From an optimization exercise on the open Yosys and OpenROAD flow, aimed at small area, a short achievable clock period and few clock cycles per item; shortcuts taken in it are not production practice. Function was checked by simulation only, so behaviour that the tests miss may differ from the original. Power is estimated from default activity; no workload was simulated.

==> design.v <==
module muldiv_unit #(
    parameter int XLEN       = 32,
    parameter int MUL_STAGES = 2
) (
    input  logic            clk,
    input  logic            reset,
    input  logic            flush,
    input  logic            in_valid,
    output logic            in_ready,
    input  logic [2:0]      op,
    input  logic [XLEN-1:0] operand_1,
    input  logic [XLEN-1:0] operand_2,
    output logic            out_valid,
    input  logic            out_ready,
    output logic [XLEN-1:0] result,
    output logic            zero,
    output logic            busy
);
    localparam int W = XLEN + 4;
    logic            r_idle;
    logic            r_busy;
    logic            r_valid;
    logic            r_zero;
    logic            p_prep;     
    logic            p_div;      
    logic            p_corr;     
    logic            p_neg;      
    logic            p_mul;      
    logic            p_mfix;     
    logic            r_rem;      
    logic            r_mlo;      
    logic            r_mhu;      
    logic            r_aneg;     
    logic            r_bneg;     
    logic            r_qneg;     
    logic            r_bzero;    
    logic            r_first;    
    logic            r_last;     
    logic [4:0]      r_cnt;      
    logic            r_bone;     
    logic            r_btwo;     
    logic            r_bsub;     
    logic            r_cone;     
    logic            r_ctwo;     
    logic            r_csub;     
    logic            r_ninv;     
    logic [W-1:0]    r_x;        
    logic [XLEN-1:0] r_y;        
    logic [XLEN:0]   r_z;        
    function automatic logic [5:0] lzc32(input logic [31:0] v);
        logic [15:0] zf1; logic [15:0] c1;
        logic [7:0]  zf2; logic [15:0] c2;
        logic [3:0]  zf3; logic [11:0] c3;
        logic [1:0]  zf4; logic [7:0]  c4;
        logic        zf5; logic [4:0]  c5;
        for (int i = 0; i < 16; i++) begin
            zf1[i] = ~v[2*i+1] & ~v[2*i];
            c1[i]  = ~v[2*i+1];
        end
        for (int i = 0; i < 8; i++) begin
            zf2[i]     = zf1[2*i+1] & zf1[2*i];
            c2[2*i+:2] = zf1[2*i+1] ? {1'b1, c1[2*i]} : {1'b0, c1[2*i+1]};
        end
        for (int i = 0; i < 4; i++) begin
            zf3[i]     = zf2[2*i+1] & zf2[2*i];
            c3[3*i+:3] = zf2[2*i+1] ? {1'b1, c2[2*(2*i)+:2]} : {1'b0, c2[2*(2*i+1)+:2]};
        end
        for (int i = 0; i < 2; i++) begin
            zf4[i]     = zf3[2*i+1] & zf3[2*i];
            c4[4*i+:4] = zf3[2*i+1] ? {1'b1, c3[3*(2*i)+:3]} : {1'b0, c3[3*(2*i+1)+:3]};
        end
        zf5 = zf4[1] & zf4[0];
        c5  = zf4[1] ? {1'b1, c4[3:0]} : {1'b0, c4[7:4]};
        lzc32 = zf5 ? 6'd32 : {1'b0, c5};
    endfunction
    wire       in_aneg = op[2] & ~op[0] & operand_1[XLEN-1];
    wire       in_bneg = op[2] & ~op[0] & operand_2[XLEN-1];
    wire       pa = in_aneg & (&(~operand_1[XLEN-2:0] | operand_1[XLEN-1:1]));
    wire       pb = in_bneg & (&(~operand_2[XLEN-2:0] | operand_2[XLEN-1:1]));
    wire [5:0] la = lzc32(in_aneg ? ~operand_1 : operand_1);
    wire [5:0] lb = lzc32(in_bneg ? ~operand_2 : operand_2);
    wire       bz = (operand_2 == '0);
    logic [5:0] r_la;
    logic [5:0] r_lb;
    logic       r_pa;
    logic       r_pb;
    wire [6:0] jd = {1'b0, r_lb} - {1'b0, r_la} + {6'd0, r_pa} - {6'd0, r_pb};
    wire       sc = jd[6] | r_bzero;
    logic        c_a0;       
    logic        c_bzp;      
    logic        c_bzn;      
    logic        c_bz2p;     
    logic        c_bz2n;     
    logic        c_byp;      
    logic        c_byn;      
    logic        c_bxn;      
    logic        c_inv;      
    logic        c_czp;      
    logic        c_czn;      
    logic        c_cz2p;     
    logic        c_cz2n;     
    logic        c_cinv;     
    logic        c_ash;      
    logic        r_rsy;      
    logic        r_rshi;     
    wire [W-1:0] z_ext = {{(W-XLEN-1){r_z[XLEN]}}, r_z};
    wire [W-1:0] add_a = c_a0 ? '0 : (c_ash ? {{4{r_x[W-1]}}, r_x[W-1:4]} : r_x);
    wire [W-1:0] src_z  = z_ext;
    wire [W-1:0] src_z2 = {z_ext[W-2:0], 1'b0};
    wire [W-1:0] src_y  = {{(W-XLEN){r_aneg}}, r_y};
    wire [W-1:0] src_z4 = {z_ext[W-3:0], 2'b00};
    wire [W-1:0] src_z8 = {z_ext[W-4:0], 3'b000};
    wire [W-1:0] pp0   = ({W{c_bzp}}  & src_z)  | ({W{c_bzn}}  & ~src_z)
                       | ({W{c_bz2p}} & src_z2) | ({W{c_bz2n}} & ~src_z2)
                       | ({W{c_byp}}  & src_y)  | ({W{c_byn}}  & ~src_y)
                       | ({W{c_bxn}}  & ~r_x);
    wire [W-1:0] pp1   = ({W{c_czp}}  & src_z4) | ({W{c_czn}}  & ~src_z4)
                       | ({W{c_cz2p}} & src_z8) | ({W{c_cz2n}} & ~src_z8);
    wire [W-1:0] cs_s  = add_a ^ pp0 ^ pp1;
    wire [W-1:0] cs_c  = {(add_a[W-2:0] & pp0[W-2:0]) | (add_a[W-2:0] & pp1[W-2:0])
                          | (pp0[W-2:0] & pp1[W-2:0]), c_inv};
    wire [W-1:0] sum   = cs_s + cs_c + {{(W-1){1'b0}}, c_cinv};
    wire [W-1:0] zt = cs_s ^ cs_c;
    wire [W-1:0] zk = cs_s | cs_c;
    wire [W-1:1] zok = ~(zt[W-1:1] ^ zk[W-2:0]);
    wire [4:0]   zlow = {1'b0, cs_s[3:0]} + {1'b0, cs_c[3:0]} + {4'd0, c_cinv};
    wire         sum_lo_zero = (zt[0] == c_cinv) & (&zok[XLEN-1:1]);
    wire         sum_hi_zero = (zt[4] == zlow[4]) & (&zok[W-1:5]);
    wire q = ~sum[W-1];
    wire x_zero = (r_x[XLEN-1:0] == '0);
    wire y_zero = (r_y == '0);
    wire [XLEN-1:0] y_quo = {r_y[XLEN-2:0] & {(XLEN-1){~r_first}}, q};
    logic fin;
    logic zf;
    logic fsy;
    logic fshi;
    always_comb begin
        fin  = 1'b0;
        zf   = 1'b0;
        fsy  = 1'b0;
        fshi = 1'b0;
        if (p_prep & sc) begin
            fin = 1'b1;
            fsy = 1'b1;
            zf  = r_rem ? y_zero : ~r_bzero;
        end
        if (p_div & r_last & ~r_rem & ~r_qneg) begin
            fin = 1'b1;
            fsy = 1'b1;
            zf  = (y_quo[XLEN-1:1] == '0) & ~q;
        end
        if (p_mul & r_last & r_mlo) begin
            fin = 1'b1;
            fsy = 1'b1;
            zf  = (r_y[XLEN-1:4] == '0) & (sum[3:0] == 4'b0000);
        end
        if (p_mul & r_last & ~r_mlo & ~r_mhu) begin
            fin  = 1'b1;
            fshi = 1'b1;
            zf   = sum_hi_zero;
        end
        if (p_div & r_last & r_rem & q & ~r_aneg) begin
            fin = 1'b1;
            zf  = sum_lo_zero;
        end
        if ((p_corr & ~r_aneg) | p_mfix) begin
            fin = 1'b1;
            zf  = sum_lo_zero;
        end
        if (p_neg) begin
            fin = 1'b1;
            zf  = r_rem ? x_zero : y_zero;
        end
    end
    always_ff @(posedge clk) begin
        if (fin) begin
            r_rsy  <= fsy;
            r_rshi <= fshi;
        end
    end
    always_ff @(posedge clk or posedge reset) begin
        if (reset) begin
            r_idle  <= 1'b1;
            r_busy  <= 1'b0;
            r_valid <= 1'b0;
            r_zero  <= 1'b0;
        end else if (flush) begin
            r_idle  <= 1'b1;
            r_busy  <= 1'b0;
            r_valid <= 1'b0;
            r_zero  <= 1'b0;
        end else if (r_idle) begin
            if (in_valid) begin
                r_idle <= 1'b0;
                r_busy <= 1'b1;
            end
        end else if (r_valid) begin
            if (out_ready) begin
                r_idle  <= 1'b1;
                r_busy  <= 1'b0;
                r_valid <= 1'b0;
                r_zero  <= 1'b0;
            end
        end else if (fin) begin
            r_valid <= 1'b1;
            r_zero  <= zf;
        end
    end
    logic       n_prep, n_div, n_corr, n_neg, n_mul, n_mfix;
    logic       n_last, n_ninv;
    logic       n_bone, n_btwo, n_bsub, n_cone, n_ctwo, n_csub;
    logic [4:0] n_cnt;
    always_comb begin
        n_prep  = 1'b0;
        n_div   = 1'b0;
        n_corr  = 1'b0;
        n_neg   = 1'b0;
        n_mul   = 1'b0;
        n_mfix  = 1'b0;
        n_last  = r_last;
        n_ninv  = r_ninv;
        n_cnt   = r_cnt;
        n_bone  = r_bone;
        n_btwo  = r_btwo;
        n_bsub  = r_bsub;
        n_cone  = r_cone;
        n_ctwo  = r_ctwo;
        n_csub  = r_csub;
        if (r_idle) begin
            n_prep = op[2];
            n_mul  = ~op[2];
            n_cnt  = 5'd7;
            n_last = 1'b0;
            n_bone = operand_1[0];
            n_btwo = operand_1[1] & ~operand_1[0];
            n_bsub = operand_1[1];
            n_cone = operand_1[2] ^ operand_1[1];
            n_ctwo = (operand_1[3:1] == 3'b100) | (operand_1[3:1] == 3'b011);
            n_csub = operand_1[3] & ~(operand_1[2] & operand_1[1]);
        end else begin
            if (p_prep) begin
                n_ninv = ~r_bneg;
                n_div  = ~sc;
                n_cnt  = jd[4:0];
                n_last = (jd[4:0] == 5'd0);
            end
            if (p_div) begin
                n_cnt  = r_cnt - 5'd1;
                n_last = (r_cnt == 5'd1);
                n_ninv = q ^ r_bneg;
                if (r_last) begin
                    if (r_rem) begin
                        n_corr = ~q;
                        n_neg  = q & r_aneg;
                    end else begin
                        n_neg  = r_qneg;
                    end
                end else begin
                    n_div = 1'b1;
                end
            end
            if (p_corr) begin
                n_neg  = r_aneg;
            end
            if (p_mul) begin
                n_cnt  = r_cnt - 5'd1;
                n_last = (r_cnt == 5'd1);
                n_bone = r_y[4] ^ r_y[3];
                n_btwo = (r_y[5:3] == 3'b100) | (r_y[5:3] == 3'b011);
                n_bsub = r_y[5] & ~(r_y[4] & r_y[3]);
                n_cone = r_y[6] ^ r_y[5];
                n_ctwo = (r_y[7:5] == 3'b100) | (r_y[7:5] == 3'b011);
                n_csub = r_y[7] & ~(r_y[6] & r_y[5]);
                if (r_last) begin
                    n_mfix = r_mhu;
                end else begin
                    n_mul = 1'b1;
                end
            end
        end
    end
    wire n_rem  = r_idle ? (op[2] & op[1]) : r_rem;
    wire n_mlo  = r_idle ? (op == 3'b000) : r_mlo;
    wire n_aneg = r_idle ? (op[2] & ~op[0] & operand_1[XLEN-1]) : r_aneg;
    wire n_bneg = r_idle ? (op[2] & ~op[0] & operand_2[XLEN-1]) : r_bneg;
    always_ff @(posedge clk) begin
        p_prep  <= n_prep;
        p_div   <= n_div;
        p_corr  <= n_corr;
        p_neg   <= n_neg;
        p_mul   <= n_mul;
        p_mfix  <= n_mfix;
        r_last  <= n_last;
        r_ninv  <= n_ninv;
        r_cnt   <= n_cnt;
        r_bone  <= n_bone;
        r_btwo  <= n_btwo;
        r_bsub  <= n_bsub;
        r_cone  <= n_cone;
        r_ctwo  <= n_ctwo;
        r_csub  <= n_csub;
        r_rem   <= n_rem;
        r_mlo   <= n_mlo;
        r_aneg  <= n_aneg;
        r_bneg  <= n_bneg;
        if (r_idle)
            r_mhu <= (op == 3'b011) & operand_1[XLEN-1];
        r_la    <= la;
        r_lb    <= lb;
        r_pa    <= pa;
        r_pb    <= pb;
        r_bzero <= bz;
        if (r_idle)
            r_qneg <= in_aneg ^ in_bneg;
        r_first <= p_prep;
        c_a0   <= n_prep | n_neg | r_idle;
        c_bzp  <= (n_div & ~n_ninv) | (n_corr & ~n_bneg) | n_mfix | (n_mul & n_bone & ~n_bsub);
        c_bzn  <= (n_div & n_ninv) | (n_corr & n_bneg) | (n_mul & n_bone & n_bsub);
        c_bz2p <= n_mul & n_btwo & ~n_bsub;
        c_bz2n <= n_mul & n_btwo & n_bsub;
        c_byp  <= n_prep & ~n_aneg;
        c_byn  <= (n_prep & n_aneg) | (n_neg & ~n_rem);
        c_bxn  <= n_neg & n_rem;
        c_inv  <= (n_prep & n_aneg) | (n_div & n_ninv) | (n_corr & n_bneg) | n_neg
                | (n_mul & n_bsub);
        c_czp  <= n_mul & n_cone & ~n_csub;
        c_czn  <= n_mul & n_cone & n_csub;
        c_cz2p <= n_mul & n_ctwo & ~n_csub;
        c_cz2n <= n_mul & n_ctwo & n_csub;
        c_cinv <= n_mul & n_csub;
        c_ash  <= n_mul | n_mfix;
    end
    always_ff @(posedge clk) begin
        r_x <= sum;
        if (r_idle)
            r_y <= operand_1;
        else if (p_prep & sc & ~r_rem)
            r_y <= {XLEN{r_bzero}};
        else if (p_div)
            r_y <= y_quo;
        else if (p_mul)
            r_y <= {sum[3:0], r_y[XLEN-1:4]};
        if (r_idle)
            r_z <= {((op == 3'b001) | (op[2] & ~op[0])) & operand_2[XLEN-1], operand_2};
        else if (p_prep)
            r_z <= r_z << jd[4:0];
        else if (p_div & ~r_last)
            r_z <= {r_z[XLEN], r_z[XLEN:1]};
    end
    assign in_ready  = r_idle;
    assign busy      = r_busy;
    assign out_valid = r_valid;
    assign result    = r_rsy ? r_y : (r_rshi ? r_x[W-1:4] : r_x[XLEN-1:0]);
    assign zero      = r_zero;
endmodule
==> flow/run.sh <==
#!/bin/bash
# Standard ORFS layout (the standard.sh, unchanged synthesis), with
# port buffers of a real drive strength and timing repair aimed below the
# clock period so the achieved period shrinks. Constraints are the standard flow's.
# flow/knobs.txt holds extra make variables, one per line.
set -euo pipefail
mapfile -t KNOBS < <(grep -v '^#' flow/knobs.txt | grep -v '^$')
bash standard.sh \
  "BUFFER_PORTS_ARGS=-buffer_cell sky130_fd_sc_hd__buf_4" \
  "${KNOBS[@]}" \
  finish > flow_make.log 2>&1
==> flow/knobs.txt <==
SETUP_SLACK_MARGIN=7.0
TNS_END_PERCENT=10
==> standard.sh <==
#!/bin/bash
# synth_recipe.tcl (not shown) runs the flow's synth.tcl, then flattens the netlist and writes it again
# the make line also repeats each setting of config.mk as NAME=value (left out here)
make -C /OpenROAD-flow-scripts/flow DESIGN_CONFIG=/design/flow/config.mk WORK_HOME=/design/flow/orfs CLKGATE_MAP_FILE= SYNTH_SCRIPT=/design/flow/synth_recipe.tcl "${@:-finish}"
==> config.mk <==
export PLATFORM = sky130hd
export DESIGN_NAME = muldiv_unit
export DESIGN_NICKNAME = muldiv_unit
export VERILOG_FILES = /design/flow/design.v
export SDC_FILE = /design/flow/constraint.sdc
export NUM_CORES = 4
export LEC_CHECK = 0
export CAP_MARGIN = 20
export CORE_MARGIN = 2
export CORE_UTILIZATION = 40
export SLEW_MARGIN = 20
==> constraint.sdc <==
create_clock -name core_clock -period 11.0 [get_ports {clk}]
set_input_delay 2.2000 -clock core_clock [delete_from_list [all_inputs] [get_ports {clk}]]
set_output_delay 2.2000 -clock core_clock [all_outputs]
set_load 0.01 [all_outputs]
==> impl_metrics.yaml, run 1 <==
outcome:
  status: "timing/DRC/antenna clean"
die:
  coreArea_um2: 43000
  die_x_um: 212
  die_area_um2: 45100
  initial_utilization_pct: 40.4
  placementRows: 76
  io-pin-count: 108
  die_y_um: 212
synthesis:
  synthXorXnorAreaFrac_pct: 3.56
  syn_area_per_cell_um2: 7.94
  synthTopCellsByArea: "mux2i_1 15%, edfxtp_1 12%, dfxtp_1 10%"
  synth_fp_nets: 2386
  synth.distinct_cells: 85
  muxShareOfSynthArea_pct: 16.5
  ys_ff_latch: 163
  async_reset_ff_share_pct: 2.45
  syn_area_um2: 17400
  yosys.area_share.simple_pct: 15.6
  post-synth-top-count-cell: "mux2i_1"
  synth_top_cells_by_count: "265 x mux2i_1, 200 x nand2_1, 175 x a21oi_1"
  synth_edf_count: 70
  synthFlopType: "dfxtp_1"
  synth_compound_area_share_pct: 22.2
  netlist.area_leader.share_pct: 15.3
  synthAdderAreaFrac_pct: 11.1
  yosys_warnings: 1
  synth_top_family_by_area: "compound AO/OA/AOI/OAI gates"
  syn_inst: 2184
  yosys.area.top_type: "mux2i_1"
  synth_seq_area_share_pct: 23.0
critical_path:
  worst_path_max_delay_cell: "edfxtp_1"
  cp_common_cell: "o2111ai_1"
  cp-start-kind: "flop"
  path_delay_family: "compound AO/OA/AOI/OAI gates"
  worstPathMaxFanout: 4
  required_ns: 11.38
  path_buf_inv: 1
  arrival_ns: 4.62
  cp_slowest_stage_delay_ns: 0.57
  end_kind: "flop"
  critPathKind: "flop to flop"
  path_cells: "buf_6 > mux2i_1 > o2111ai_1 > fa_2 > ha_4 > o21ai_0 > o21ai_1 > a31oi_2 > o311a_4 > o21ai_4 > a31o_2 > a211oi_1 > or4b_1 > o2111ai_1"
timing:
  max_freq_mhz: 236
  hold_violations: 0
  slew_headroom_pct: 35.1
  setup_ws_ns: 6.76
  slew_violations: 0
  setup_viol: 0
  period_share_pct: 38.5
  rsz0062_at_grt: "true"
  timing.setup.tns_ns: 0
  tightest_slew_ns: 0.970
  fin_crit_ns: 4.24
  finalClockSkew_ns: 0.0189
grt:
  grt_max_degree: 65
  grt_pass1_vias: 16700
  antenna_found_initial: 1
  grt_pass1_wl_mm: 104
  grtUsageTotal_pct: 30.7
  grt-ovfl-total: 0
clock_network:
  cts_tree: "built"
  htree_levels: 4
  cts_sinks: 163
  cts_buffer_depth: 2
  clock_latency_ns: 0.48
  clk_pin_slew_ns: 0.08
  cts_root_buf: "clkbuf_16"
  numCtsBuffers: 17
route:
  ant_nets: 0
  drt-total-wl_mm: 69.8
  drcViolationCount: 0
  first_pass_iters: 9
  routed_via_density: 6.21
  vias: 17600
  drtIter0Drc: 1944
  wl_per_cell_um: 24.6
placed_design:
  dp.cells: 2707
  gp_congestion: 0.980
  place.port_buffers: 107
  pre_cts_slack_ns: 6.16
  hpwl_mm: 48.9
pwr:
  leakage_uw: 0.00881
  peakVddDrop_mv: 0.129
  power_density_nw_per_um2: 219
layout:
  fill_cells: 4208
  drive_gt1_share_pct: 15.8
  instances_no_fill: 2835
  nets: 2439
  diodes: 0
  area_growth_syn_to_layout_pct: 17.5
flow_run:
  max_cap_violations: 0
worst_hold_path:
  min_path_type: "flop to flop"
## placed cells by master (no fill, tap or decap), drive strengths merged, types with 32 or more instances in the layout
cell / Yosys / final
a21oi: 175 / 175
buf: 26 / 222
dfxtp: 89 / 89
edfxtp: 70 / 70
fa: 40 / 40
ha: 90 / 90
inv: 174 / 178
mux2i: 265 / 265
nand2: 200 / 200
nand3: 42 / 42
nor2: 150 / 150
nor3: 45 / 45
nor4: 36 / 36
o2111ai: 36 / 36
o21ai: 146 / 146
xnor2: 32 / 32
xor2: 36 / 36
## per-layer routing
| layer | part of all wire (%) | up-vias | wire length, um | GRT usage [%] |
|---|---|---|---|---|
| met4 | 4.7 | 0 | 3310 | 13.2 |
| li1 | - | 7981 | - | - |
| met1 | 42 | 8519 | 29300 | 41.1 |
| met5 | 0 | - | 0 | 0 |
| met2 | 44 | 946 | 30700 | 47.9 |
| met3 | 9.2 | 167 | 6410 | 6.17 |
## metrics by stage
stage / power (uW) / cell area (um2) / utilization, % / hold slack [ns]
after floorplan: 2640 / 17400 / - / 0.375
after detailed placement: 3450 / 18400 / 42.7 / 0.490
after global placement: 3430 / 18400 / 42.7 / 0.463
after global routing: 4710 / 20400 / 47.4 / 0.554
after CTS: 4360 / 20100 / 46.8 / 0.502
final: 4470 / 20400 / 47.4 / 0.502
## state kept, by name, indices dropped and copies added (netlist names), 5 cells and up
name / flops
r_x: 36
r_z: 33
r_y: 32
r_la: 6
r_lb: 6
r_cnt: 5
## where the power goes
group / total (uW) / leakage [uW] / switching (uW) / internal (uW)
sequential: 1080 / 0.00152 / 297 / 788
clock: 662 / 0.000316 / 296 / 366
combinational: 2720 / 0.00697 / 1580 / 1140
total: 4470 / 0.00881 / 2180 / 2290
## cells by family (layout without fill, tap and decap cells)
logic type,after synthesis,count (layout)
compound gates,593,593
simple gates,581,582
fa+ha+maj,130,130
xor+xnor,69,69
buf+inv,369,434
flops,163,163
mux,279,279
## worst reg2reg max path, delay by kind of cell, from the launching register on
family | cells | cell delay [ns]
flip-flops | 1 | 0.57
AO/OA/AOI/OAI | 9 | 1.90
buffers and inverters | 1 | 0.17
AND/OR/NAND/NOR | 1 | 0.52
adder cells (fa/ha/maj) | 2 | 0.81
multiplexers | 1 | 0.19
## worst paths after layout
kind / startpoint / end / slack [ns] / depth (start not counted)
worst max register to register: r_z[1] / r_x[25] / 6.76 / 14
worst min register to register: r_cnt[3] / r_cnt[3] / 0.50 / 2
min in group asynchronous: reset / r_valid / 1.63 / 2
worst max-delay path: r_z[1] / r_x[25] / 6.76 / 14
worst min-delay path: r_cnt[3] / r_cnt[3] / 0.50 / 2
max in group asynchronous: reset / r_idle / 9.11 / 2
## area by class of cell
cell class | count | area (um2) | area share [%]
flip-flops and latches | 163 | 4000 | 19.6
multi-input cells | 1653 | 12400 | 60.8
well taps | 585 | 732 | 3.59
repair buffers | 225 | 1950 | 9.56
repair inverters | 2 | 12.5 | 0.0614
clock buffers | 21 | 514 | 2.52
inverters | 175 | 664 | 3.26
clock inverters | 11 | 125 | 0.614
## what timing repair did
item | CTS | global route
gates cloned | 2 | 3
setup endpoints to repair | 115 | 121
pin swaps | 31 | 8
gates resized for setup | 87 | 32
hold buffers | 0 | 0
setup buffers | 76 | 15
Testbench counts, summed over its fixed seeds: cycles 44,162, ops 4,800.
==> inputs of run 2 (changes only) <==
--- a/flow/run.sh
+++ b/flow/run.sh
@@ -6,6 +6,6 @@
 set -euo pipefail
 mapfile -t KNOBS < <(grep -v '^#' flow/knobs.txt | grep -v '^$')
 bash standard.sh \
-  "BUFFER_PORTS_ARGS=-buffer_cell sky130_fd_sc_hd__buf_4" \
+  "BUFFER_PORTS_ARGS=-buffer_cell sky130_fd_sc_hd__buf_2" \
   "${KNOBS[@]}" \
   finish > flow_make.log 2>&1
==> flow/knobs.txt (replaced) <==
SETUP_SLACK_MARGIN=6.8
TNS_END_PERCENT=10
CTS_BUF_LIST=sky130_fd_sc_hd__clkbuf_8
==> impl_metrics.yaml, run 2 <==
clock_network:
  cts_buffer_depth: 2
  cts_sinks: 163
  clock_latency_ns: 0.54
  cts_tree: "built"
  htree_levels: 4
  numCtsBuffers: 17
  cts-hold-fix-buffers: 0
  clk_pin_slew_ns: 0.11
  cts_root_buf: "clkbuf_8"
route:
  vias: 17400
  drcViolationCount: 0
  drtIter0Drc: 2091
  ant_nets: 0
  first_pass_iters: 9
  wl_per_cell_um: 23.4
  routed_via_density: 6.16
  drt-total-wl_mm: 66.0
grt:
  grt_pass1_wl_mm: 98.4
  met2_usage_pct: 44.5
  grt_pass1_vias: 16100
  grt_max_degree: 85
  grtUsageTotal_pct: 28.9
  antenna_found_initial: 2
  grt_util_met1_pct: 38.8
  grt-ovfl-total: 0
  grt_use_met3_pct: 6.45
  grt-busiest-layer: "met2"
synthesis:
  yosys_warnings: 1
  netlist.area_leader.share_pct: 15.3
  async_reset_ff_share_pct: 2.45
  synth_compound_area_share_pct: 22.2
  synth_fp_nets: 2386
  synthXorXnorAreaFrac_pct: 3.56
  syn_area_um2: 17400
  synth_edf_count: 70
  synthAdderAreaFrac_pct: 11.1
  muxShareOfSynthArea_pct: 16.5
  synth.distinct_cells: 85
  syn_inst: 2184
  syn_area_per_cell_um2: 7.94
  synthTopCellsByArea: "mux2i_1 15%, edfxtp_1 12%, dfxtp_1 10%"
  yosys.area.top_type: "mux2i_1"
  synth_top_cells_by_count: "265 x mux2i_1, 200 x nand2_1, 175 x a21oi_1"
  yosys.area_share.simple_pct: 15.6
  synthFlopType: "dfxtp_1"
  synth_top_family_by_area: "compound AO/OA/AOI/OAI gates"
  ys_ff_latch: 163
  post-synth-top-count-cell: "mux2i_1"
  synth_seq_area_share_pct: 23.0
die:
  initial_utilization_pct: 40.4
  die_x_um: 212
  die_y_um: 212
  placementRows: 76
  io-pin-count: 108
  coreArea_um2: 43000
  die_area_um2: 45100
placed_design:
  dp.cells: 2703
  place.port_buffers: 107
  gp_congestion: 0.957
  hpwl_mm: 47.1
critical_path:
  path_cells: "clkbuf_8 > mux2i_1 > o21ai_0 > buf_2"
  cp_slowest_stage_delay_ns: 0.47
  cp-start-kind: "flop"
  required_ns: 8.80
  worst_path_max_delay_cell: "o21ai_0"
  worstPathMaxFanout: 32
  worst_r2r_path_depth: 16
  critPathKind: "flop to primary output"
  end_kind: "primary output"
  arrival_ns: 2.14
timing:
  setup_viol: 0
  period_share_pct: 39.5
  timing.hold.ws_ns: 0.501
  tightest_slew_ns: 1.08
  slew_violations: 0
  fin_crit_ns: 4.34
  finalClockSkew_ns: 0.0211
  slew_headroom_pct: 28.0
  timing.setup.tns_ns: 0
  hold_violations: 0
  rsz0062_at_grt: "true"
  max_freq_mhz: 230
layout:
  nets: 2425
  final_cell_mix: "260 x mux2i_1, 199 x nand2_1, 175 x a21oi_1"
  final_common_cell: "mux2i_1"
  fill_cells: 4301
  diodes: 0
  drive_gt1_share_pct: 15.1
  area_growth_syn_to_layout_pct: 13.4
  top_regs: "r_x x36, r_z x33, r_y x32"
  largest_reg_flops: 36
  largest-register: "r_x"
  instances_no_fill: 2821
worst_hold_path:
  hold_depth: 2
  min_path_type: "flop to flop"
pwr:
  comb_power_share_pct: 62.9
  p_int_uw: 2050
  p_total_uw: 4150
  peakVddDrop_mv: 0.125
  switching_share_pct: 50.6
  p_seq_share_pct: 26.0
  power.share.clock_pct: 11.1
  leakage_uw: 0.00854
  power.switching_uw: 2100
  power_density_nw_per_um2: 211
outcome:
  status: "timing/DRC/antenna clean"
flow_run:
  max_cap_violations: 0
-- run 2: per-stage QoR --
stage,util (%),cell area (um2),setup slack (ns)
2_1_floorplan,-,17400,6.84
3_3_place_gp,42.0,18100,5.84
3_5_place_dp,42.0,18100,5.59
4_1_cts,44.2,19000,6.63
5_1_grt,45.8,19700,6.58
6_report,45.8,19700,6.66
-- run 2: power by group through the flow --
stage          Sequential [uW]  Combinational, uW  Clock (uW)
2_1_floorplan              903               1740           0
3_3_place_gp              1130               2220           0
3_5_place_dp              1140               2240           0
4_1_cts                   1090               2400         472
5_1_grt                   1080               2830         495
6_report                  1080               2610         462
-- run 2: path summary, 6_finish.rpt --
| path | slack (ns) | end | from |
|---|---|---|---|
| hold reg to reg | 0.50 | r_ninv | r_ninv |
| max in group asynchronous | 9.18 | r_idle | reset |
| setup / recovery | 6.66 | result[24] | r_rshi |
| min in group asynchronous | 1.55 | r_zero | reset |
| setup reg to reg | 6.71 | r_x[34] | r_z[0] |
| hold / removal | 0.50 | r_ninv | r_ninv |
-- run 2: timing repair --
| item | CTS | global route |
|---|---|---|
| buffers inserted | 37 | 46 |
| cloned | 1 | 2 |
| pin swaps | 11 | 14 |
| resized for setup | 56 | 51 |
| setup endpoints to repair | 91 | 92 |
| endpoints found under the hold margin | 0 | 0 |
-- run 2: metal layers --
metal,routed length (um),part of all wire (%),vias to the layer above
met5,0,0,-
met4,2800,4.2,0
met3,6470,9.8,168
met2,29000,44,922
met1,27700,42,8330
li1,-,-,7951
-- run 2: worst max-delay path: cells and delay by family (launching register included) --
kind	cells	cell delay, ns
compound gates	1	0.47
flops	1	0.40
buf+inv	2	0.51
mux	1	0.18
-- run 2: cell families after synthesis --
group,count (synthesis)
and+or+nand+nor,581
muxes,279
DFF,163
buffers and inverters,369
AOI/OAI and AO/OA,593
adders and majority gates,130
xor gates and xnor gates,69
-- run 2: cell type report --
class / instances / area [um2] / area share (%)
clock buffers: 17 / 234 / 1.19
repair buffers: 212 / 1530 / 7.76
clock inverters: 15 / 149 / 0.757
flip-flops and latches: 163 / 4010 / 20.4
repair inverters: 2 / 12.5 / 0.0636
well taps: 585 / 732 / 3.72
inverters: 175 / 667 / 3.39
multi-input cells: 1652 / 12300 / 62.8
==> inputs of run 3 (changes only) <==
==> flow/knobs.txt (replaced) <==
SETUP_SLACK_MARGIN=7.0
TNS_END_PERCENT=10
CTS_BUF_LIST=sky130_fd_sc_hd__clkbuf_8
==> impl_metrics.yaml, run 3 <==
layout:
  final_cell_mix: "255 x mux2i_1, 197 x nand2_1, 175 x a21oi_1"
  largest_reg_flops: 36
  diodes: 0
  drive_gt1_share_pct: 17.1
  final_common_cell: "mux2i_1"
  area_growth_syn_to_layout_pct: 15.9
  top_regs: "r_x x36, r_z x33, r_y x32"
  largest-register: "r_x"
  nets: 2455
route:
  routed.top_layer: "met4"
  route.met3.wl_mm: 7.05
  vias: 17800
  wl_per_cell_um: 23.8
  drt-total-wl_mm: 67.8
  routed_via_density: 6.23
  drcViolationCount: 0
  first_pass_iters: 10
  met2_wirelength_mm: 29.6
  ant_nets: 0
  drtIter0Drc: 2217
  wl_met1_mm: 27.9
grt:
  grt_max_degree: 109
  antenna_found_initial: 0
  grt_pass1_vias: 16600
  grtUsageTotal_pct: 29.8
  grt-ovfl-total: 0
  grt_pass1_wl_mm: 102
pwr:
  power.switching_uw: 2160
  switching_share_pct: 50.1
  comb_power_share_pct: 63.3
  p_seq_share_pct: 24.8
  power.share.clock_pct: 11.9
  p_int_uw: 2150
  power_density_nw_per_um2: 214
  peakVddDrop_mv: 0.140
  leakage_uw: 0.00874
timing:
  setup_viol: 0
  slew_headroom_pct: 25.0
  fin_crit_ns: 4.27
  setup_ws_ns: 6.73
  timing.setup.tns_ns: 0
  hold_violations: 0
  tightest_slew_ns: 1.12
  slew_violations: 0
  rsz0062_at_grt: "true"
  finalClockSkew_ns: 0.0219
  max_freq_mhz: 234
  period_share_pct: 38.8
synthesis:
  synth.distinct_cells: 85
  synth_seq_area_share_pct: 23.0
  synthTopCellsByArea: "mux2i_1 15%, edfxtp_1 12%, dfxtp_1 10%"
  async_reset_ff_share_pct: 2.45
  yosys_warnings: 1
  syn_area_per_cell_um2: 7.94
  ys_ff_latch: 163
  syn_inst: 2184
  synthFlopType: "dfxtp_1"
  synth_fp_nets: 2386
  yosys.area.top_type: "mux2i_1"
  post-synth-top-count-cell: "mux2i_1"
  synth_top_cells_by_count: "265 x mux2i_1, 200 x nand2_1, 175 x a21oi_1"
  syn_area_um2: 17400
  netlist.area_leader.share_pct: 15.3
  synth_edf_count: 70
clock_network:
  htree_levels: 4
  cts_sinks: 163
  clk_pin_slew_ns: 0.11
  clock_latency_ns: 0.51
  cts_buffer_depth: 2
  cts_root_buf: "clkbuf_8"
  numCtsBuffers: 17
  cts_tree: "built"
worst_hold_path:
  min_path_type: "flop to flop"
  min-delay-start: "r_ninv"
placed_design:
  hpwl_mm: 47.1
  gp_congestion: 0.987
  place.port_buffers: 107
  pre_cts_slack_ns: 6.17
die:
  die_x_um: 212
  die_area_um2: 45100
  coreArea_um2: 43000
  initial_utilization_pct: 40.4
  io-pin-count: 108
  placementRows: 76
  die_y_um: 212
critical_path:
  worstPathMaxFanout: 3
  end_kind: "flop"
  critPathKind: "flop to flop"
  critPathLaunch: "r_y[0]"
  arrival_ns: 4.72
  worstReg2RegStart: "r_y[0]"
  required_ns: 11.45
  cp-start-kind: "flop"
outcome:
  status: "timing/DRC/antenna clean"
flow_run:
  max_cap_violations: 0
## run 3: cell counts after synthesis
No cell type changed its count.
## run 3: layer usage
layer | track usage, % | vias up
met5 | 0 | -
met4 | 11.9 | 0
met3 | 6.97 | 176
met2 | 46.2 | 1008
met1 | 40.1 | 8563
li1 | - | 8005
## run 3: what timing repair did
item	in CTS	in global routing
gates resized for setup	83	60
pin swaps	26	24
setup buffers	82	25
setup endpoints to repair	135	119
cloned	2	2
hold buffers	0	0
## run 3: kinds of logic after synthesis
group           share of synthesized area, %
mux                                     16.5
buf+inv                                 8.13
compound gates                          22.2
xor+xnor                                3.56
flops                                   23.0
fa+ha+maj                               11.1
simple gates                            15.6
## run 3: power groups by stage
stage               Combinational, uW  Clock [uW]  Sequential [uW]
CTS                              2540         521             1050
global placement                 2250           0             1120
detailed placement               2270           0             1110
finish                           2730         514             1070
floorplan                        1740           0              903
global route                     2950         548             1070
## run 3: worst paths after layout
check	depth (start not counted)	slack [ns]	to
worst max register to register	16	6.73	r_x[22]
worst min-delay path	2	0.49	r_ninv
worst min register to register	2	0.49	r_ninv
min in group asynchronous	2	1.59	r_zero
max in group asynchronous	2	9.14	r_idle
worst max-delay path	16	6.73	r_x[22]
## run 3: cell type report
type,instances,area [um2]
Sequential cell,163,3990
Timing Repair Buffer,242,1820
Clock inverter,15,194
Inverter,175,664
Clock buffer,17,234
Tap cell,585,732
Timing Repair inverter,2,12.5
Fill cell,4285,22900
Multi-Input combinational cell,1652,12500
## run 3: critical path: stages (launching register included)
cell and delay [ns]:
edfxtp_1 0.49, mux2i_2 0.26, o2111ai_2 0.14, fa_1 0.54, fa_2 0.41, fa_2 0.36
a211oi_2 0.24, o21bai_2 0.13, a221oi_2 0.35, or3b_4 0.23, buf_4 0.11, buf_6 0.09
a311oi_4 0.10, o21ai_2 0.18, a21boi_2 0.07, or4_1 0.41, nand3_1 0.09
## run 3: per-stage QoR
step / instance area (um2) / power [uW] / utilization [%] / std cells / hold slack [ns]
after floorplan: 17400 / 2640 / - / 2184 / 0.375
after global placement: 18100 / 3360 / 42.1 / 2708 / 0.465
after detailed placement: 18100 / 3390 / 42.1 / 2708 / 0.481
after CTS: 19600 / 4120 / 45.7 / 2824 / 0.497
after global routing: 20100 / 4570 / 46.8 / 2851 / 0.549
final: 20100 / 4310 / 46.8 / 2851 / 0.494
==> inputs of run 4 (changes only) <==
==> flow/knobs.txt (replaced) <==
SETUP_SLACK_MARGIN=7.2
TNS_END_PERCENT=10
CTS_BUF_LIST=sky130_fd_sc_hd__clkbuf_8
--- a/config.mk
+++ b/config.mk
@@ -5,6 +5,7 @@
 export SDC_FILE = /design/flow/constraint.sdc
 export NUM_CORES = 4
 export LEC_CHECK = 0
+export ABC_AREA = 1
 export CAP_MARGIN = 20
 export CORE_MARGIN = 2
 export CORE_UTILIZATION = 40
==> impl_metrics.yaml, run 4 <==
layout:
  top_regs: "r_x x36, r_z x33, r_y x32"
  nets: 2871
  largest_reg_flops: 36
  final_common_cell: "nand2_1"
  area_growth_syn_to_layout_pct: 15.8
  drive_gt1_share_pct: 16.0
  final_util_pct: 46.7
  fill_cells: 4396
  final_cell_mix: "575 x nand2_1, 327 x inv_1, 217 x o21ai_0"
  largest-register: "r_x"
timing:
  finalClockSkew_ns: 0.0217
  tightest_slew_ns: 0.921
  slew_headroom_pct: 38.5
  setup_viol: 0
  timing.setup.tns_ns: 0
  max_freq_mhz: 234
  rsz0062_at_grt: "true"
  slew_violations: 0
  period_share_pct: 38.9
  fin_crit_ns: 4.28
  hold_violations: 0
  setup_ws_ns: 6.72
die:
  placementRows: 76
  initial_utilization_pct: 40.3
  io-pin-count: 108
  die_x_um: 212
  die_area_um2: 44900
  die_y_um: 212
  coreArea_um2: 42900
route:
  routed_via_density: 6.05
  drt-total-wl_mm: 77.2
  vias: 19800
  first_pass_iters: 6
  ant_nets: 0
  drcViolationCount: 0
  drtIter0Drc: 2606
  wl_per_cell_um: 23.6
grt:
  grt-ovfl-total: 0
  antenna_found_initial: 1
  grt_max_degree: 75
  grt_pass1_vias: 18200
  grt_pass1_wl_mm: 112
  grtUsageTotal_pct: 33.5
critical_path:
  worst-r2r-setup-slack_ns: 7.01
  required_ns: 8.80
  critPathLaunch: "r_rshi"
  worstPathMaxFanout: 32
  worst_r2r_path_depth: 15
  critPathKind: "flop to primary output"
  arrival_ns: 2.08
  worst_r2r_endpoint: "r_zero"
  cp-start-kind: "flop"
  worstReg2RegStart: "r_z[25]"
  end_kind: "primary output"
  crit_end: "result[12]"
worst_hold_path:
  min_path_type: "flop to flop"
  hold_depth: 2
  min-delay-start: "r_ninv"
clock_network:
  clk_pin_slew_ns: 0.10
  cts_buffer_depth: 2
  cts-hold-fix-buffers: 0
  clock_latency_ns: 0.55
  cts_sinks: 163
  cts_root_buf: "clkbuf_8"
  cts_tree: "built"
  numCtsBuffers: 17
  htree_levels: 4
synthesis:
  syn_inst: 2569
  syn_area_per_cell_um2: 6.73
  synth_edf_count: 70
  synth.distinct_cells: 66
  ys_ff_latch: 163
  post-synth-top-count-cell: "nand2_1"
  synth_top_cells_by_count: "582 x nand2_1, 343 x inv_1, 238 x o21ai_0"
  synth_seq_area_share_pct: 23.0
  syn_area_um2: 17300
  synthFlopType: "dfxtp_1"
  yosys.area.top_type: "nand2_1"
  netlist.area_leader.share_pct: 12.6
  async_reset_ff_share_pct: 2.45
  synth_fp_nets: 2771
  synthTopCellsByArea: "nand2_1 13%, edfxtp_1 12%, dfxtp_1 10%"
  yosys_warnings: 1
pwr:
  power_density_nw_per_um2: 264
  peakVddDrop_mv: 0.109
  leakage_uw: 0.00869
placed_design:
  hpwl_mm: 56.7
  pre_cts_slack_ns: 6.21
  gp_congestion: 1.00
  place.port_buffers: 107
flow_run:
  max_cap_violations: 0
outcome:
  status: "timing/DRC/antenna clean"
==> run 4: cell types whose count changed in the layout (fill, tap and decap cells not counted), moves of 40 or more <==
cell | previous run | this run
nand2_1 | 197 | 575
mux2i_1 | 255 | 4
inv_1 | 172 | 327
o21ai_0 | 122 | 217
o221ai_1 | 2 | 48
o211ai_1 | 11 | 56
o22ai_1 | 16 | 56
==> run 4: how the worst min path moves through the flow <==
stage / end / slack (ns)
2_1_floorplan: r_first / 0.33
3_3_place_gp: r_ninv / 0.44
3_5_place_dp: r_ninv / 0.44
4_1_cts: r_ninv / 0.46
5_1_grt: r_cnt[4] / 0.49
6_report: r_ninv / 0.46
==> run 4: cells by family (layout without fill, tap and decap cells) <==
kind of cell | after synthesis | after routing | synth area share [%]
adder cells (fa/ha/maj) | 130 | 130 | 11.1
buffers and inverters | 513 | 624 | 11.6
other | 0 | 2 | 0
AND/OR/NAND/NOR | 935 | 937 | 23.1
XOR/XNOR | 67 | 67 | 3.44
AO/OA/AOI/OAI | 756 | 756 | 27.4
multiplexers | 5 | 5 | 0.297
flip-flops | 163 | 163 | 23.0
==> run 4: final cells by class <==
cell class	count	area, um2	area share, %
diodes	2	5.00	0.0250
clock inverters	15	143	0.712
repair inverters	5	37.5	0.187
multi-input cells	1895	11800	59.1
clock buffers	17	234	1.17
well taps	585	732	3.65
flip-flops and latches	163	4000	20.0
inverters	365	1410	7.05
repair buffers	222	1640	8.18
==> run 4: report_power, final <==
group | internal, uW | switching [uW]
combinational | 1370 | 2340
sequential | 838 | 278
clock | 167 | 290
total | 2380 | 2900
==> run 4: layer usage <==
metal	GRT usage (%)	vias to the layer above	routed length (um)
met5	0	-	0
met4	17.1	0	4280
met3	5.56	207	7890
met2	50.5	1220	32900
met1	45.9	9312	32100
li1	-	9035	-
==> run 4: stage by stage <==
stage          hold slack (ns)  std cells  total power [uW]  cell area [um2]
2_1_floorplan            0.329       2569              3270            17300
3_3_place_gp             0.441       3137              4250            18100
3_5_place_dp             0.445       3137              4260            18100
4_1_cts                  0.460       3246              5090            19700
5_1_grt                  0.494       3267              5610            20000
6_report                 0.460       3269              5280            20000
==> run 4: timing repair <==
item,in CTS,in global routing
pin swaps,28,9
setup endpoints to repair,121,104
buffers inserted,70,15
resized for setup,128,40
gates cloned,7,6
==> run 4: worst max-delay path, stage by stage (launching register included) <==
cell      delay (ns)
edfxtp_1        0.46
buf_12          0.21
o211ai_1        0.42
o21ai_1         0.23
buf_2           0.20
==> inputs of run 5 (changes only) <==
==> flow/knobs.txt (replaced) <==
SETUP_SLACK_MARGIN=6.8
TNS_END_PERCENT=10
CTS_BUF_LIST=sky130_fd_sc_hd__clkbuf_8
CAP_MARGIN=10
SLEW_MARGIN=10
==> impl_metrics.yaml, run 5 <==
placed_design:
  gp_congestion: 1.00
  place.port_buffers: 107
  hpwl_mm: 56.7
  dpl_cell_area_um2: 18100
timing:
  slew_headroom_pct: 26.2
  max_freq_mhz: 231
  rsz0062_at_grt: "true"
  timing.hold.ws_ns: 0.457
  tightest_slew_ns: 1.10
  setup_viol: 0
  period_share_pct: 39.4
  hold_violations: 0
  slew_violations: 0
  finalClockSkew_ns: 0.0189
  timing.setup.tns_ns: 0
  fin_crit_ns: 4.33
layout:
  top_regs: "r_x x36, r_z x33, r_y x32"
  largest_reg_flops: 36
  fin_area_um2: 19400
  nets: 2836
  largest-register: "r_x"
  area_growth_syn_to_layout_pct: 12.0
  final_util_pct: 45.2
  fill_cells: 4479
  diodes: 0
  final_common_cell: "nand2_1"
  drive_gt1_share_pct: 14.3
  final_cell_mix: "579 x nand2_1, 328 x inv_1, 234 x o21ai_0"
clock_network:
  cts_tree: "built"
  clk_pin_slew_ns: 0.11
  cts-hold-fix-buffers: 0
  cts_sinks: 163
  htree_levels: 4
  cts_buffer_depth: 2
  numCtsBuffers: 17
  clock_latency_ns: 0.54
  cts_root_buf: "clkbuf_8"
synthesis:
  syn_inst: 2569
  syn_area_per_cell_um2: 6.73
  synth_top_cells_by_count: "582 x nand2_1, 343 x inv_1, 238 x o21ai_0"
  synth_top_family_by_area: "compound AO/OA/AOI/OAI gates"
  synth_seq_area_share_pct: 23.0
  synth.distinct_cells: 66
  yosys.area.top_type: "nand2_1"
  synth_fp_nets: 2771
  synthXorXnorAreaFrac_pct: 3.44
  async_reset_ff_share_pct: 2.45
  yosys.area_share.simple_pct: 23.1
  synthTopCellsByArea: "nand2_1 13%, edfxtp_1 12%, dfxtp_1 10%"
  syn_area_um2: 17300
  muxShareOfSynthArea_pct: 0.297
  synthAdderAreaFrac_pct: 11.1
  synthFlopType: "dfxtp_1"
  synth_compound_area_share_pct: 27.4
  synth_edf_count: 70
  yosys_warnings: 1
  netlist.area_leader.share_pct: 12.6
  ys_ff_latch: 163
  post-synth-top-count-cell: "nand2_1"
grt:
  grt_pass1_vias: 17600
  grt_max_degree: 75
  antenna_found_initial: 0
  grt_pass1_wl_mm: 108
  grt-ovfl-total: 0
  grtUsageTotal_pct: 32.3
critical_path:
  path_delay_family: "compound AO/OA/AOI/OAI gates"
  required_ns: 8.80
  arrival_ns: 2.13
  cp.depth: 4
  critPathKind: "flop to primary output"
  worst_path_max_delay_cell: "o211ai_1"
  path_buf_inv: 2
  cp-start-kind: "flop"
  cp_slowest_stage_delay_ns: 0.55
  path_cells: "buf_12 > o211ai_1 > o21ai_1 > buf_2"
  end_kind: "primary output"
  worst_r2r_path_depth: 16
  worstPathMaxFanout: 64
die:
  die_x_um: 212
  die_y_um: 212
  io-pin-count: 108
  placementRows: 76
  initial_utilization_pct: 40.3
  die_area_um2: 44900
  coreArea_um2: 42900
route:
  routed.top_layer: "met4"
  first_pass_iters: 9
  routed_via_density: 5.97
  met2_wirelength_mm: 32.2
  drt-total-wl_mm: 73.7
  route.met3.wl_mm: 7.21
  drtIter0Drc: 2396
  vias: 19300
  ant_nets: 0
  wl_met1_mm: 31.0
  drcViolationCount: 0
  wl_per_cell_um: 22.8
worst_hold_path:
  min_path_type: "flop to flop"
  hold_depth: 2
pwr:
  power_density_nw_per_um2: 260
  leakage_uw: 0.00844
  peakVddDrop_mv: 0.0904
outcome:
  status: "timing/DRC/antenna clean"
flow_run:
  max_cap_violations: 0
[run 5: changes by cell type in the layout (fill, tap and decap cells not counted), moves of 4 or more]
cell / previous run / this run
a221oi_2: 2 / 6
nor2_4: 11 / 7
ha_1: 65 / 70
o21ai_1: 45 / 33
o21ai_0: 217 / 234
buf_6: 7 / 3
buf_4: 93 / 73
ha_2: 4 / 15
ha_4: 21 / 5
a221oi_1: 25 / 21
o21ai_2: 16 / 11
nand2_1: 575 / 579
[run 5: metal layers]
| metal | vias to the layer above | GRT usage, % |
|---|---|---|
| met1 | 9073 | 44.0 |
| met3 | 160 | 5.61 |
| met5 | - | 0 |
| met4 | 0 | 13.6 |
| li1 | 8970 | - |
| met2 | 1094 | 50.2 |
[run 5: layout make-up]
cell class              count  area [um2]  share of cell area, %
multi-input cells        1893       11600                   59.8
flip-flops and latches    163        4000                   20.6
inverters                 365        1410                   7.27
repair buffers            189        1230                   6.36
well taps                 585         732                   3.78
clock buffers              17         234                   1.21
clock inverters            15         143                  0.736
repair inverters            5        37.5                  0.194
[run 5: kinds of logic after synthesis]
| family | Yosys count |
|---|---|
| DFF | 163 |
| buffers and inverters | 513 |
| adders and majority gates | 130 |
| and+or+nand+nor | 935 |
| xor gates and xnor gates | 67 |
| muxes | 5 |
| AOI/OAI and AO/OA | 756 |
[run 5: worst min-delay path, delay by kind of cell (launching register included)]
kind	cells	cell delay (ns)
AND/OR/NAND/NOR	1	0.05
flip-flops	1	0.32
AO/OA/AOI/OAI	1	0.05
[run 5: metrics by stage]
| step | power (uW) | setup slack (ns) | cells |
|---|---|---|---|
| 2_1_floorplan | 3270 | 7.21 | 2569 |
| 3_3_place_gp | 4250 | 6.17 | 3137 |
| 3_5_place_dp | 4260 | 6.21 | 3137 |
| 4_1_cts | 4750 | 6.74 | 3181 |
| 5_1_grt | 5370 | 6.59 | 3232 |
| 6_report | 5040 | 6.67 | 3232 |
[run 5: final timing paths]
check	to	from	slack, ns
max in group asynchronous	r_idle	reset	9.23
worst min-delay path	r_ninv	r_ninv	0.46
min in group asynchronous	r_busy	reset	1.52
worst min register to register	r_ninv	r_ninv	0.46
worst max-delay path	result[4]	r_rshi	6.67
worst max register to register	r_x[33]	c_bz2p	6.87
[run 5: timing repair]
item                                    4_1_cts  5_1_grt
resized for setup                            24       85
pin swaps                                     2        6
buffers inserted                              9       49
endpoints found under the setup margin       74       47
cloned                                        3        2
[run 5: power by group]
part | switching [uW] | total [uW] | internal [uW]
Sequential | 284 | 1120 | 838
Clock | 286 | 453 | 167
Combinational | 2230 | 3460 | 1230
Total | 2800 | 5040 | 2240
==> inputs of run 6 (changes only) <==
==> flow/knobs.txt (replaced) <==
SETUP_SLACK_MARGIN=6.8
TNS_END_PERCENT=10
CTS_BUF_LIST=sky130_fd_sc_hd__clkbuf_8
==> impl_metrics.yaml, run 6 <==
synthesis:
  yosys.area.top_type: "nand2_1"
  ys_ff_latch: 163
  post-synth-top-count-cell: "nand2_1"
  synthFlopType: "dfxtp_1"
  synthTopCellsByArea: "nand2_1 13%, edfxtp_1 12%, dfxtp_1 10%"
  syn_area_per_cell_um2: 6.73
  netlist.area_leader.share_pct: 12.6
  synth_top_family_by_area: "compound AO/OA/AOI/OAI gates"
  synth.distinct_cells: 66
  synth_edf_count: 70
  synth_compound_area_share_pct: 27.4
  synth_top_cells_by_count: "582 x nand2_1, 343 x inv_1, 238 x o21ai_0"
  yosys.area_share.simple_pct: 23.1
  synthAdderAreaFrac_pct: 11.1
  yosys_warnings: 1
  muxShareOfSynthArea_pct: 0.297
  syn_area_um2: 17300
  syn_inst: 2569
  synth_seq_area_share_pct: 23.0
  synthXorXnorAreaFrac_pct: 3.44
  synth_fp_nets: 2771
  async_reset_ff_share_pct: 2.45
pwr:
  leakage_uw: 0.00844
  peakVddDrop_mv: 0.0901
  power_density_nw_per_um2: 260
  p_total_uw: 5040
layout:
  fill_cells: 4482
  largest-register: "r_x"
  final_common_cell: "nand2_1"
  drive_gt1_share_pct: 14.3
  diodes: 0
  top_regs: "r_x x36, r_z x33, r_y x32"
  largest_reg_flops: 36
  final_cell_mix: "579 x nand2_1, 328 x inv_1, 234 x o21ai_0"
  nets: 2836
  area_growth_syn_to_layout_pct: 12.0
timing:
  finalClockSkew_ns: 0.0187
  timing.hold.ws_ns: 0.458
  slew_headroom_pct: 38.6
  timing.setup.tns_ns: 0
  period_share_pct: 39.4
  tightest_slew_ns: 0.920
  hold_violations: 0
  rsz0062_at_grt: "true"
  fin_crit_ns: 4.34
  slew_violations: 0
  setup_viol: 0
  max_freq_mhz: 231
flow_run:
  max_cap_violations: 0
critical_path:
  cp-start-kind: "flop"
  end_kind: "primary output"
  critPathKind: "flop to primary output"
  worst_r2r_endpoint: "r_x[33]"
  worstReg2RegStart: "c_bz2p"
  worst-r2r-setup-slack_ns: 6.85
  worst_r2r_path_depth: 16
  arrival_ns: 2.14
  required_ns: 8.80
  worstPathMaxFanout: 64
grt:
  grtUsageTotal_pct: 32.3
  grt_max_degree: 75
  grt_use_met3_pct: 5.61
  grt-busiest-layer: "met2"
  antenna_found_initial: 0
  grt_pass1_wl_mm: 108
  grt-ovfl-total: 0
  met2_usage_pct: 50.2
  grt_pass1_vias: 17600
  grt_util_met1_pct: 44.0
route:
  routed_via_density: 5.97
  drtIter0Drc: 2294
  ant_nets: 0
  wl_per_cell_um: 22.8
  first_pass_iters: 8
  drt-total-wl_mm: 73.7
  drcViolationCount: 0
  vias: 19300
worst_hold_path:
  min_path_type: "flop to flop"
  hold_path_end: "r_ninv"
  min-delay-start: "r_ninv"
  hold_depth: 2
die:
  die_area_um2: 44900
  placementRows: 76
  coreArea_um2: 42900
  die_y_um: 212
  die_x_um: 212
  initial_utilization_pct: 40.3
  io-pin-count: 108
clock_network:
  numCtsBuffers: 17
  cts_sinks: 163
  cts_buffer_depth: 2
  htree_levels: 4
  cts-hold-fix-buffers: 0
  clock_latency_ns: 0.54
  cts_root_buf: "clkbuf_8"
  clk_pin_slew_ns: 0.10
  cts_tree: "built"
placed_design:
  gp_congestion: 1.00
  hpwl_mm: 56.7
  place.port_buffers: 107
outcome:
  status: "timing/DRC/antenna clean"
run 6: cell count changes in the layout (fill, tap and decap cells not counted):
cell / previous run / this run
nor2_1: 155 / 154
nor2_2: 12 / 13
run 6: cell families after synthesis:
| family | Yosys count |
|---|---|
| buffers and inverters | 513 |
| multiplexers | 5 |
| XOR/XNOR | 67 |
| AO/OA/AOI/OAI | 756 |
| AND/OR/NAND/NOR | 935 |
| adder cells (fa/ha/maj) | 130 |
| flip-flops | 163 |
run 6: layer usage:
metal / up-vias / wire length, um
met1: 9073 / 30900
li1: 8971 / -
met3: 161 / 7160
met5: - / 0
met4: 0 / 3420
met2: 1102 / 32200
run 6: through the flow:
stage	area (um2)	setup WS, ns	std cells	util (%)
finish	19400	6.66	3232	45.2
CTS	18700	6.74	3181	43.6
global placement	18100	6.17	3137	42.2
global route	19400	6.59	3232	45.2
detailed placement	18100	6.21	3137	42.2
floorplan	17300	7.21	2569	-
run 6: worst max path at each step:
stage	depth (start not counted)	slack [ns]	to	startpoint
after detailed placement	12	6.21	r_la[2]	op[2]
after floorplan	20	7.21	r_x[25]	c_bzn
after CTS	4	6.74	result[12]	r_rshi
after global placement	12	6.17	r_la[2]	op[2]
after global routing	4	6.59	result[4]	r_rshi
final	4	6.66	result[4]	r_rshi
run 6: worst max-delay path, stage by stage, from the launching register on:
cell and delay [ns]:
edfxtp_1 0.43, buf_12 0.22, o211ai_1 0.55, o21ai_1 0.18, buf_2 0.19
run 6: power by group:
part,internal (uW),switching (uW)
clock network,167,288
registers,838,286
logic,1230,2230
run 6: layout make-up:
cell class	instances	area (um2)	area share, %
Multi-Input combinational cell	1893	11600	59.8
Timing Repair inverter	5	37.5	0.194
Clock inverter	15	143	0.736
Timing Repair Buffer	189	1230	6.36
Clock buffer	17	234	1.21
Sequential cell	163	4000	20.6
Tap cell	585	732	3.78
Inverter	365	1410	7.27
run 6: timing repair:
item / CTS / global route
resized for setup: 24 / 85
pin swaps: 2 / 6
cloned: 3 / 2
endpoints found under the setup margin: 74 / 47
buffers inserted: 9 / 49
==> inputs of run 7 (changes only) <==
--- a/design.v
+++ b/design.v
@@ -103,6 +103,7 @@
     logic        c_ash;      
     logic        r_rsy;      
     logic        r_rshi;     
+    logic        r_rslo;     
     wire [W-1:0] z_ext = {{(W-XLEN-1){r_z[XLEN]}}, r_z};
     wire [W-1:0] add_a = c_a0 ? '0 : (c_ash ? {{4{r_x[W-1]}}, r_x[W-1:4]} : r_x);
     wire [W-1:0] src_z  = z_ext;
@@ -176,6 +177,7 @@
         if (fin) begin
             r_rsy  <= fsy;
             r_rshi <= fshi;
+            r_rslo <= ~fsy & ~fshi;
         end
     end
     always_ff @(posedge clk or posedge reset) begin
@@ -350,6 +352,8 @@
     assign in_ready  = r_idle;
     assign busy      = r_busy;
     assign out_valid = r_valid;
-    assign result    = r_rsy ? r_y : (r_rshi ? r_x[W-1:4] : r_x[XLEN-1:0]);
+    assign result    = ({XLEN{r_rsy}}  & r_y)
+                     | ({XLEN{r_rshi}} & r_x[W-1:4])
+                     | ({XLEN{r_rslo}} & r_x[XLEN-1:0]);
     assign zero      = r_zero;
 endmodule
==> impl_metrics.yaml, run 7 <==
die:
  placementRows: 75
  io-pin-count: 108
  die_area_um2: 44700
  die_y_um: 211
  coreArea_um2: 42200
  die_x_um: 211
  initial_utilization_pct: 40.8
synthesis:
  post-synth-top-count-cell: "nand2_1"
  yosys.area_share.simple_pct: 25.0
  async_reset_ff_share_pct: 2.44
  synthXorXnorAreaFrac_pct: 3.50
  yosys.area.top_type: "nand2_1"
  synthFlopType: "dfxtp_1"
  syn_area_um2: 17200
  synth_top_family_by_area: "compound AO/OA/AOI/OAI gates"
  synthAdderAreaFrac_pct: 11.2
  synth_top_cells_by_count: "641 x nand2_1, 352 x inv_1, 214 x o21ai_0"
  syn_inst: 2604
  synth_seq_area_share_pct: 23.3
  muxShareOfSynthArea_pct: 0.298
  synthTopCellsByArea: "nand2_1 14%, edfxtp_1 12%, dfxtp_1 10%"
  ys_ff_latch: 164
  synth_compound_area_share_pct: 25.1
  yosys_warnings: 1
  synth_edf_count: 71
  syn_area_per_cell_um2: 6.61
  netlist.area_leader.share_pct: 14.0
  synth.distinct_cells: 64
  synth_fp_nets: 2806
layout:
  top_regs: "r_x x36, r_z x33, r_y x32"
  fin_area_um2: 19200
  drive_gt1_share_pct: 12.9
  final_common_cell: "nand2_1"
  fill_cells: 4515
  final_cell_mix: "639 x nand2_1, 336 x inv_1, 212 x o21ai_0"
  diodes: 0
  nets: 2863
  area_growth_syn_to_layout_pct: 11.8
  largest-register: "r_x"
  largest_reg_flops: 36
grt:
  grtUsageTotal_pct: 31.5
  grt_pass1_wl_mm: 106
  grt-ovfl-total: 0
  antenna_found_initial: 0
  grt_pass1_vias: 17400
  grt_max_degree: 72
placed_design:
  place.port_buffers: 107
  pre_cts_slack_ns: 6.20
  gp_congestion: 0.988
  hpwl_mm: 55.5
  dpl_cell_area_um2: 18000
timing:
  timing.setup.tns_ns: 0
  tightest_slew_ns: 0.947
  rsz0062_at_grt: "true"
  timing.hold.ws_ns: 0.465
  max_freq_mhz: 238
  hold_violations: 0
  period_share_pct: 38.2
  finalClockSkew_ns: 0.0253
  slew_headroom_pct: 36.8
  setup_ws_ns: 6.80
  fin_crit_ns: 4.20
  setup_viol: 0
  slew_violations: 0
worst_hold_path:
  min_path_type: "flop to flop"
  hold_path_end: "r_ninv"
  min-delay-start: "r_ninv"
  hold_depth: 2
critical_path:
  worst_r2r_path_depth: 15
  required_ns: 11.47
  worstReg2RegStart: "r_z[30]"
  worst-r2r-setup-slack_ns: 6.80
  worstPathMaxFanout: 8
  worst_r2r_endpoint: "r_zero"
  arrival_ns: 4.67
  end_kind: "flop"
  critPathKind: "flop to flop"
  cp-start-kind: "flop"
route:
  vias: 19200
  drcViolationCount: 0
  drtIter0Drc: 2484
  first_pass_iters: 6
  routed_via_density: 5.99
  wl_per_cell_um: 22.4
  ant_nets: 0
  drt-total-wl_mm: 72.0
pwr:
  comb_power_share_pct: 67.7
  switching_share_pct: 55.2
  leakage_uw: 0.00861
  power_density_nw_per_um2: 268
  power.switching_uw: 2840
  p_total_uw: 5150
  p_int_uw: 2310
  peakVddDrop_mv: 0.106
  power.share.clock_pct: 9.2
  p_seq_share_pct: 23.1
flow_run:
  max_cap_violations: 0
clock_network:
  cts_tree: "built"
  cts-hold-fix-buffers: 0
  numCtsBuffers: 17
  htree_levels: 4
  cts_sinks: 164
  clk_pin_slew_ns: 0.10
  cts_root_buf: "clkbuf_8"
  cts_buffer_depth: 2
  clock_latency_ns: 0.54
outcome:
  status: "timing/DRC/antenna clean"
-- run 7: changes by cell type in the layout (fill, tap and decap cells not counted), sizes merged, moves of 7 or more --
| cell | before | now |
|---|---|---|
| nand2 | 593 | 647 |
| o21ai | 278 | 245 |
| nand3 | 76 | 105 |
| o211ai | 56 | 27 |
| xnor2 | 23 | 32 |
| buf | 189 | 181 |
| o22ai | 57 | 65 |
| xor2 | 44 | 36 |
| a21oi | 152 | 159 |
-- run 7: layout make-up --
cell class / instances / area [um2] / area share [%]
Timing Repair inverter: 3 / 22.5 / 0.117
Inverter: 366 / 1400 / 7.26
Multi-Input combinational cell: 1925 / 11500 / 59.8
Clock inverter: 14 / 139 / 0.722
Tap cell: 539 / 674 / 3.51
Clock buffer: 18 / 248 / 1.29
Sequential cell: 164 / 4020 / 20.9
Timing Repair Buffer: 184 / 1220 / 6.34
-- run 7: through the flow --
step                      instances  utilization, %
after floorplan                2604               -
after global placement         3127            42.6
after detailed placement       3127            42.6
after CTS                      3174            44.1
after global routing           3213            45.6
final                          3213            45.6
-- run 7: how the worst max path moves through the flow --
stage | from | to | slack (ns) | cells after the start
2_1_floorplan | c_bzn | r_x[25] | 7.18 | 20
3_3_place_gp | c_bz2p | r_zero | 6.17 | 21
3_5_place_dp | c_bz2p | r_zero | 6.20 | 21
4_1_cts | c_bzn | r_zero | 6.71 | 23
5_1_grt | r_la[0] | r_z[28] | 6.65 | 13
6_report | r_z[30] | r_zero | 6.80 | 15
-- run 7: logic make-up after synthesis --
logic type,Yosys count
buffers and inverters,515
multiplexers,5
adder cells (fa/ha/maj),130
AND/OR/NAND/NOR,1022
flip-flops,164
XOR/XNOR,68
AO/OA/AOI/OAI,700
-- run 7: metal layers --
layer / track usage (%) / routed length (um) / vias to the layer above
li1: - / - / 8976
met1: 45.4 / 31000 / 8990
met2: 45.6 / 30000 / 1131
met3: 5.34 / 7390 / 151
met4: 14.8 / 3660 / 0
met5: 0 / 0 / -
-- run 7: timing repair --
action | in CTS | in global routing
pin swaps | 0 | 10
hold endpoints to repair | 0 | 0
endpoints found under the setup margin | 41 | 35
gates resized for setup | 33 | 79
setup buffers | 13 | 36
cloned | 2 | 3
-- run 7: power by group through the flow --
stage,clock [uW],sequential (uW),combinational [uW]
after global routing,499,1190,3830
after detailed placement,0,1190,3190
after floorplan,0,977,2380
after global placement,0,1190,3150
final,471,1190,3490
after CTS,476,1180,3240
-- run 7: worst max-delay path, stage by stage (launching register included) --
cell,delay (ns)
edfxtp_1,0.52
inv_1,0.22
o22ai_1,0.10
a21oi_1,0.14
o21ai_0,0.11
a21oi_1,0.12
o221ai_1,0.15
fa_1,0.52
ha_1,0.44
xor2_1,0.45
or3b_2,0.50
nor4_2,0.51
a21oi_1,0.15
nand2_1,0.12
nand2_1,0.06
nand2_1,0.05
Testbench counts of run 7, summed over its fixed seeds: cycles 44,162, ops 4,800.

-- port drivers added, routing unchanged --
The results above use ideal ports. As a check the final layouts listed here were re-extracted and re-timed, cells and wires unchanged. Step 1: set_driving_cell puts a clkbuf_16 on clk and a buf_2 on each other input, an assumption about the parent block. Step 2 times the ports against the registers' clock, not the clock port: input delays grow and output delays shrink by t, the midpoint of the rising clock arrivals with the driver on. a / b / c = no drivers / after step 1 / after step 2; a / b = the first two.
run	t (ns)	setup WS [ns]	clock arrival spread, ns	worst register clock-pin slew, ns
run 1	0.526	6.762 / 6.729 / 6.555	0.019 / 0.019	0.08 / 0.08
run 2	0.579	6.658 / 6.603 / 6.147	0.021 / 0.021	0.11 / 0.11
run 3	0.550	6.730 / 6.730 / 6.400	0.023 / 0.023	0.12 / 0.12
run 4	0.599	6.718 / 6.662 / 6.498	0.022 / 0.022	0.12 / 0.12
run 5	0.587	6.669 / 6.613 / 6.246	0.019 / 0.019	0.11 / 0.11
run 6	0.586	6.664 / 6.610 / 6.238	0.019 / 0.018	0.11 / 0.11
run 7	0.585	6.802 / 6.802 / 6.577	0.026 / 0.025	0.12 / 0.12
After both steps every run listed still meets setup and hold. For run 2, which loses most, drivers alone change the setup slack by -0.055 ns; drivers and shift together by -0.511 ns.
